What follows belongs to an exercise in optimizing a design on an open flow for small area, a short achievable clock period and few clock cycles per item; a production flow would make more cautious choices. Only simulation tests tie the RTL to the original design; equivalence was not proved.

alpha:
// sdeb_top
module sdeb_top (
	input  logic clk,
	input  logic arst_n,
	input  logic in_valid,
	output logic in_stall,
	input  logic signed [15:0] in_x,
	input  logic signed [15:0] in_y,
	input  logic [15:0] in_energy,
	input  logic in_frame_start,
	output logic out_valid,
	input  logic out_stall,
	output logic [5:0] out_hit_bin,
	output logic [8:0] out_peak_angle,
	output logic [7:0] out_peak_level,
	input  logic cfg_we,
	input  logic [1:0] cfg_index,
	input  logic [7:0] cfg_data
);
	sdeb_pkg::in_item_t in_data;
	sdeb_pkg::out_item_t out_data;
	assign in_data.x_pos = in_x;
	assign in_data.y_pos = in_y;
	assign in_data.source_energy = in_energy;
	assign in_data.frame_start = in_frame_start;
	assign out_hit_bin = out_data.hit_bin;
	assign out_peak_angle = out_data.peak_angle;
	assign out_peak_level = out_data.peak_level;
	sound_direction_energy_bins #(.BIN_COUNT(36)) u_bins (
		.clk(clk), .arst_n(arst_n),
		.in_valid(in_valid), .in_stall(in_stall), .in_data(in_data),
		.out_valid(out_valid), .out_stall(out_stall), .out_data(out_data),
		.cfg_we(cfg_we), .cfg_index(cfg_index), .cfg_data(cfg_data)
	);
endmodule
For scale: ~7000 cells after synthesis, ~1400 flip-flops, roughly 89 I/O pins, roughly 72000 sq um of cells after synthesis.
Settings: LEC_CHECK=0, CAP_MARGIN=20, CORE_MARGIN=2, CORE_UTILIZATION=60, CTS_BUF_LIST=sky130_fd_sc_hd__clkbuf_8, SETUP_SLACK_MARGIN=2.0, SLEW_MARGIN=20; clock period 7.0 ns.
run.sh (not shown) runs the stock make flow with config.mk's settings and CLKGATE_MAP_FILE= SYNTH_SCRIPT=/design/flow/synth_recipe.tcl, a recipe that flattens the netlist after the stock synthesis.
Testbench counts of alpha, summed over its fixed seeds: cycles 2,536, items 2,400.
Edits applied to the flow inputs when going from alpha to beta:
Settings: changing CORE_UTILIZATION from 60 to 65; changing SETUP_SLACK_MARGIN from 2.0 to 2.5.
Results
From alpha to beta the numbers moved as follows: critical path depth now sits higher; worst hold slack now sits lower; arrival time reported for the critical path endpoint now sits lower; wire length per cell after detailed routing now sits higher.
Changes in gamma relative to beta:
Settings: setting CTS_CLUSTER_SIZE to 20 for the first time; setting CTS_CLUSTER_DIAMETER to 60 for the first time; changing CORE_UTILIZATION from 65 to 55; changing SETUP_SLACK_MARGIN from 2.5 to 3.0; changing CTS_BUF_LIST from sky130_fd_sc_hd__clkbuf_8 to sky130_fd_sc_hd__clkbuf_16.
## What came out
- On overall overflow remaining after global route, beta and gamma are neck and neck.
- Global-route wire length before repair ended up 1.9% higher on gamma than on beta.
- gamma reports its beginning of the critical path as u_bins.u_cordic.g_it[13].g_r.d_q[5]$_DFF_P_ while beta reports u_bins.u_bn[8]$_DFF_P_.
- gamma vs. beta: filler cell count in the final layout went up by 2659.
- gamma vs beta — shortest clock period the worst path allows after layout dropped 0.37 ns.

---

Setup of north:
Another version of the RTL of sdeb_top (not shown whole).
Size: ~6,900 cells after synthesis, roughly 1,400 flip-flops, about 89 I/O pins, ~0.071 mm^2 of cells after synthesis.
Settings: LEC_CHECK=0, CAP_MARGIN=20, CORE_MARGIN=2, CORE_UTILIZATION=55, CTS_BUF_LIST=sky130_fd_sc_hd__clkbuf_16, CTS_CLUSTER_DIAMETER=60, CTS_CLUSTER_SIZE=20, SETUP_SLACK_MARGIN=2.5, SLEW_MARGIN=20; clock period 7.0 ns.
Testbench counts of north, summed over its fixed seeds: cycles 2,536, items 2,400.
Input changes introduced in south (baseline for comparison: north):
# north
export LEC_CHECK = 0
export CAP_MARGIN = 20
export CORE_MARGIN = 2
export CORE_UTILIZATION = 55
export CTS_BUF_LIST = sky130_fd_sc_hd__clkbuf_16
export CTS_CLUSTER_DIAMETER = 60
export CTS_CLUSTER_SIZE = 20
export SETUP_SLACK_MARGIN = 2.5
export SLEW_MARGIN = 20
create_clock -name core_clock -period 7.0 [get_ports {clk}]
# south
export LEC_CHECK = 0
export CAP_MARGIN = 20
export CORE_MARGIN = 2
export CORE_UTILIZATION = 55
export CTS_BUF_LIST = sky130_fd_sc_hd__clkbuf_8
export SETUP_SLACK_MARGIN = 3.0
export SLEW_MARGIN = 20
create_clock -name core_clock -period 7.0 [get_ports {clk}]
[summary]
- Both conditions hold for south: the flow ran to the end and the final layout passed the timing, DRC and antenna checks.
- Where hold slack is concerned, north is better than south.
- The cell with the largest stage delay on the worst path comes out sky130_fd_sc_hd__fa_2 in one run and sky130_fd_sc_hd__dfxtp_1 in the other, namely in south and north respectively.
- Comparing south and north, the lower clock-pin slew of the registers on the worst-case setup and hold paths was measured on south.
- Re layout overhead on the synthesized area: north was lower than south.
--- input diff south..east ---
# south
export LEC_CHECK = 0
export CAP_MARGIN = 20
export CORE_MARGIN = 2
export CORE_UTILIZATION = 55
export CTS_BUF_LIST = sky130_fd_sc_hd__clkbuf_8
export SETUP_SLACK_MARGIN = 3.0
export SLEW_MARGIN = 20
create_clock -name core_clock -period 7.0 [get_ports {clk}]
# east
export LEC_CHECK = 0
export CAP_MARGIN = 20
export CORE_MARGIN = 2
export CORE_UTILIZATION = 55
export CTS_BUF_LIST = sky130_fd_sc_hd__clkbuf_8
export SETUP_SLACK_MARGIN = 3.5
export SLEW_MARGIN = 20
create_clock -name core_clock -period 7.0 [get_ports {clk}]
==> results.txt <==
Total number of cells along the worst setup path: south and east compared, higher one is south
u_bins.seek_q as the beginning of the critical path was reported by south, and u_bins.increment_q[2] by east.
Final critical-path required period in east is 0.014 ns above south.
From south to east the numbers moved as follows: vias after detailed routing increased 1,431; sequential share of layout area fell 1.8 points.
When east is measured against south, its combined global-route utilization of all metal layers turns out 1.1 points higher.
Diff south and east: mean number of vias per cell higher in east
Input changes introduced in west (baseline for comparison: east):
# east
export LEC_CHECK = 0
export CAP_MARGIN = 20
export CORE_MARGIN = 2
export CORE_UTILIZATION = 55
export CTS_BUF_LIST = sky130_fd_sc_hd__clkbuf_8
export SETUP_SLACK_MARGIN = 3.5
export SLEW_MARGIN = 20
create_clock -name core_clock -period 7.0 [get_ports {clk}]
# west
export LEC_CHECK = 0
export CAP_MARGIN = 20
export CORE_MARGIN = 2
export CORE_UTILIZATION = 48
export CTS_BUF_LIST = sky130_fd_sc_hd__clkbuf_8
export PLACE_DENSITY = 0.65
export SETUP_SLACK_MARGIN = 3.0
export SLEW_MARGIN = 20
create_clock -name core_clock -period 7.0 [get_ports {clk}]
--- outcome ---
~same number of global-route vias before repair in east and west
Between east and west, the fraction of standard cell area in multi-input logic does not differ in any meaningful way.
In the flow results for east and west, the global-route usage is larger on east.
Cmp west vs east: worst-path maximum fanout higher in west
Met3 wirelength from detailed routing (west vs. east) increases by a few percent
Inputs modified between west and middle:
# west
export LEC_CHECK = 0
export CAP_MARGIN = 20
export CORE_MARGIN = 2
export CORE_UTILIZATION = 48
export CTS_BUF_LIST = sky130_fd_sc_hd__clkbuf_8
export PLACE_DENSITY = 0.65
export SETUP_SLACK_MARGIN = 3.0
export SLEW_MARGIN = 20
create_clock -name core_clock -period 7.0 [get_ports {clk}]
# middle
export LEC_CHECK = 0
export CAP_MARGIN = 20
export CORE_MARGIN = 2
export CORE_UTILIZATION = 55
export CTS_BUF_LIST = sky130_fd_sc_hd__clkbuf_16
export CTS_CLUSTER_DIAMETER = 60
export CTS_CLUSTER_SIZE = 20
export SETUP_SLACK_MARGIN = 3.0
export SLEW_MARGIN = 20
create_clock -name core_clock -period 7.0 [get_ports {clk}]
### Flow results
Every stage of the flow completed for west, and the final layout passed the timing, DRC and antenna checks.
middle has completed all stages; timing, DRC and antenna checks passed.
Looking at capture point of the critical path, the u_bins.rs_q[6] result is from west; the u_bins.u_c1[10] one comes from middle.
middle vs west, startpoint of the most critical setup path: u_bins.seek_q vs u_bins.rs_q[8]
middle reports its cell with the largest stage delay on the worst path as sky130_fd_sc_hd__fa_2 while west reports sky130_fd_sc_hd__mux2i_1.
From west to middle the numbers moved as follows: number of antenna violations at the first check in global routing fell 1, cell area down about 2%.
Comparing west against middle, there is no change at all in cell count after synthesis.
Comparing middle and west, starting density of the core is lower on west.
On middle: core utilization is 6.8 points higher than what west gave.

-- what the ideal ports hide --
No port has a modelled driver above. Below, the same layouts with a new extraction and two added sets of constraints.
Step 1 sets driving cells, clkbuf_16 on the clock port and buf_2 on the other inputs (assumed; they add their load-dependent delay and slew).
Step 2 adds t to the input delays and takes it off the output delays; t is the mean of the earliest and latest rising clock arrival at the registers after step 1. Input paths then give back, and output paths get back, about the clock's delay inside the block.
a / b / c = ideal ports / drivers / drivers and shift; a / b = the first two.
| run | t, ns | setup slack, ns | hold WS [ns] | latest minus earliest clock arrival (ns) |
|---|---|---|---|---|
| alpha | 1.002 | 2.424 / 2.424 / 2.424 | 0.301 / 0.301 / 0.301 | 0.054 / 0.053 |
| beta | 0.999 | 2.643 / 2.643 / 2.643 | 0.289 / 0.289 / 0.289 | 0.055 / 0.054 |
| gamma | 0.825 | 3.010 / 3.010 / 3.010 | 0.306 / 0.306 / 0.306 | 0.037 / 0.037 |
| north | 0.823 | 2.620 / 2.620 / 2.620 | 0.309 / 0.309 / 0.309 | 0.041 / 0.041 |
| south | 1.005 | 3.084 / 3.084 / 3.084 | 0.299 / 0.299 / 0.299 | 0.064 / 0.064 |
| east | 0.998 | 3.070 / 3.070 / 3.070 | 0.291 / 0.291 / 0.291 | 0.067 / 0.068 |
| west | 1.018 | 2.888 / 2.888 / 2.801 | 0.286 / 0.286 / 0.286 | 0.089 / 0.089 |
| middle | 0.815 | 3.018 / 3.018 / 3.018 | 0.320 / 0.320 / 0.320 | 0.036 / 0.036 |
After both steps setup and hold are still met in every run listed. The setup slack of west, which loses most, moves by 0.000 ns with the drivers and by -0.087 ns with both steps.
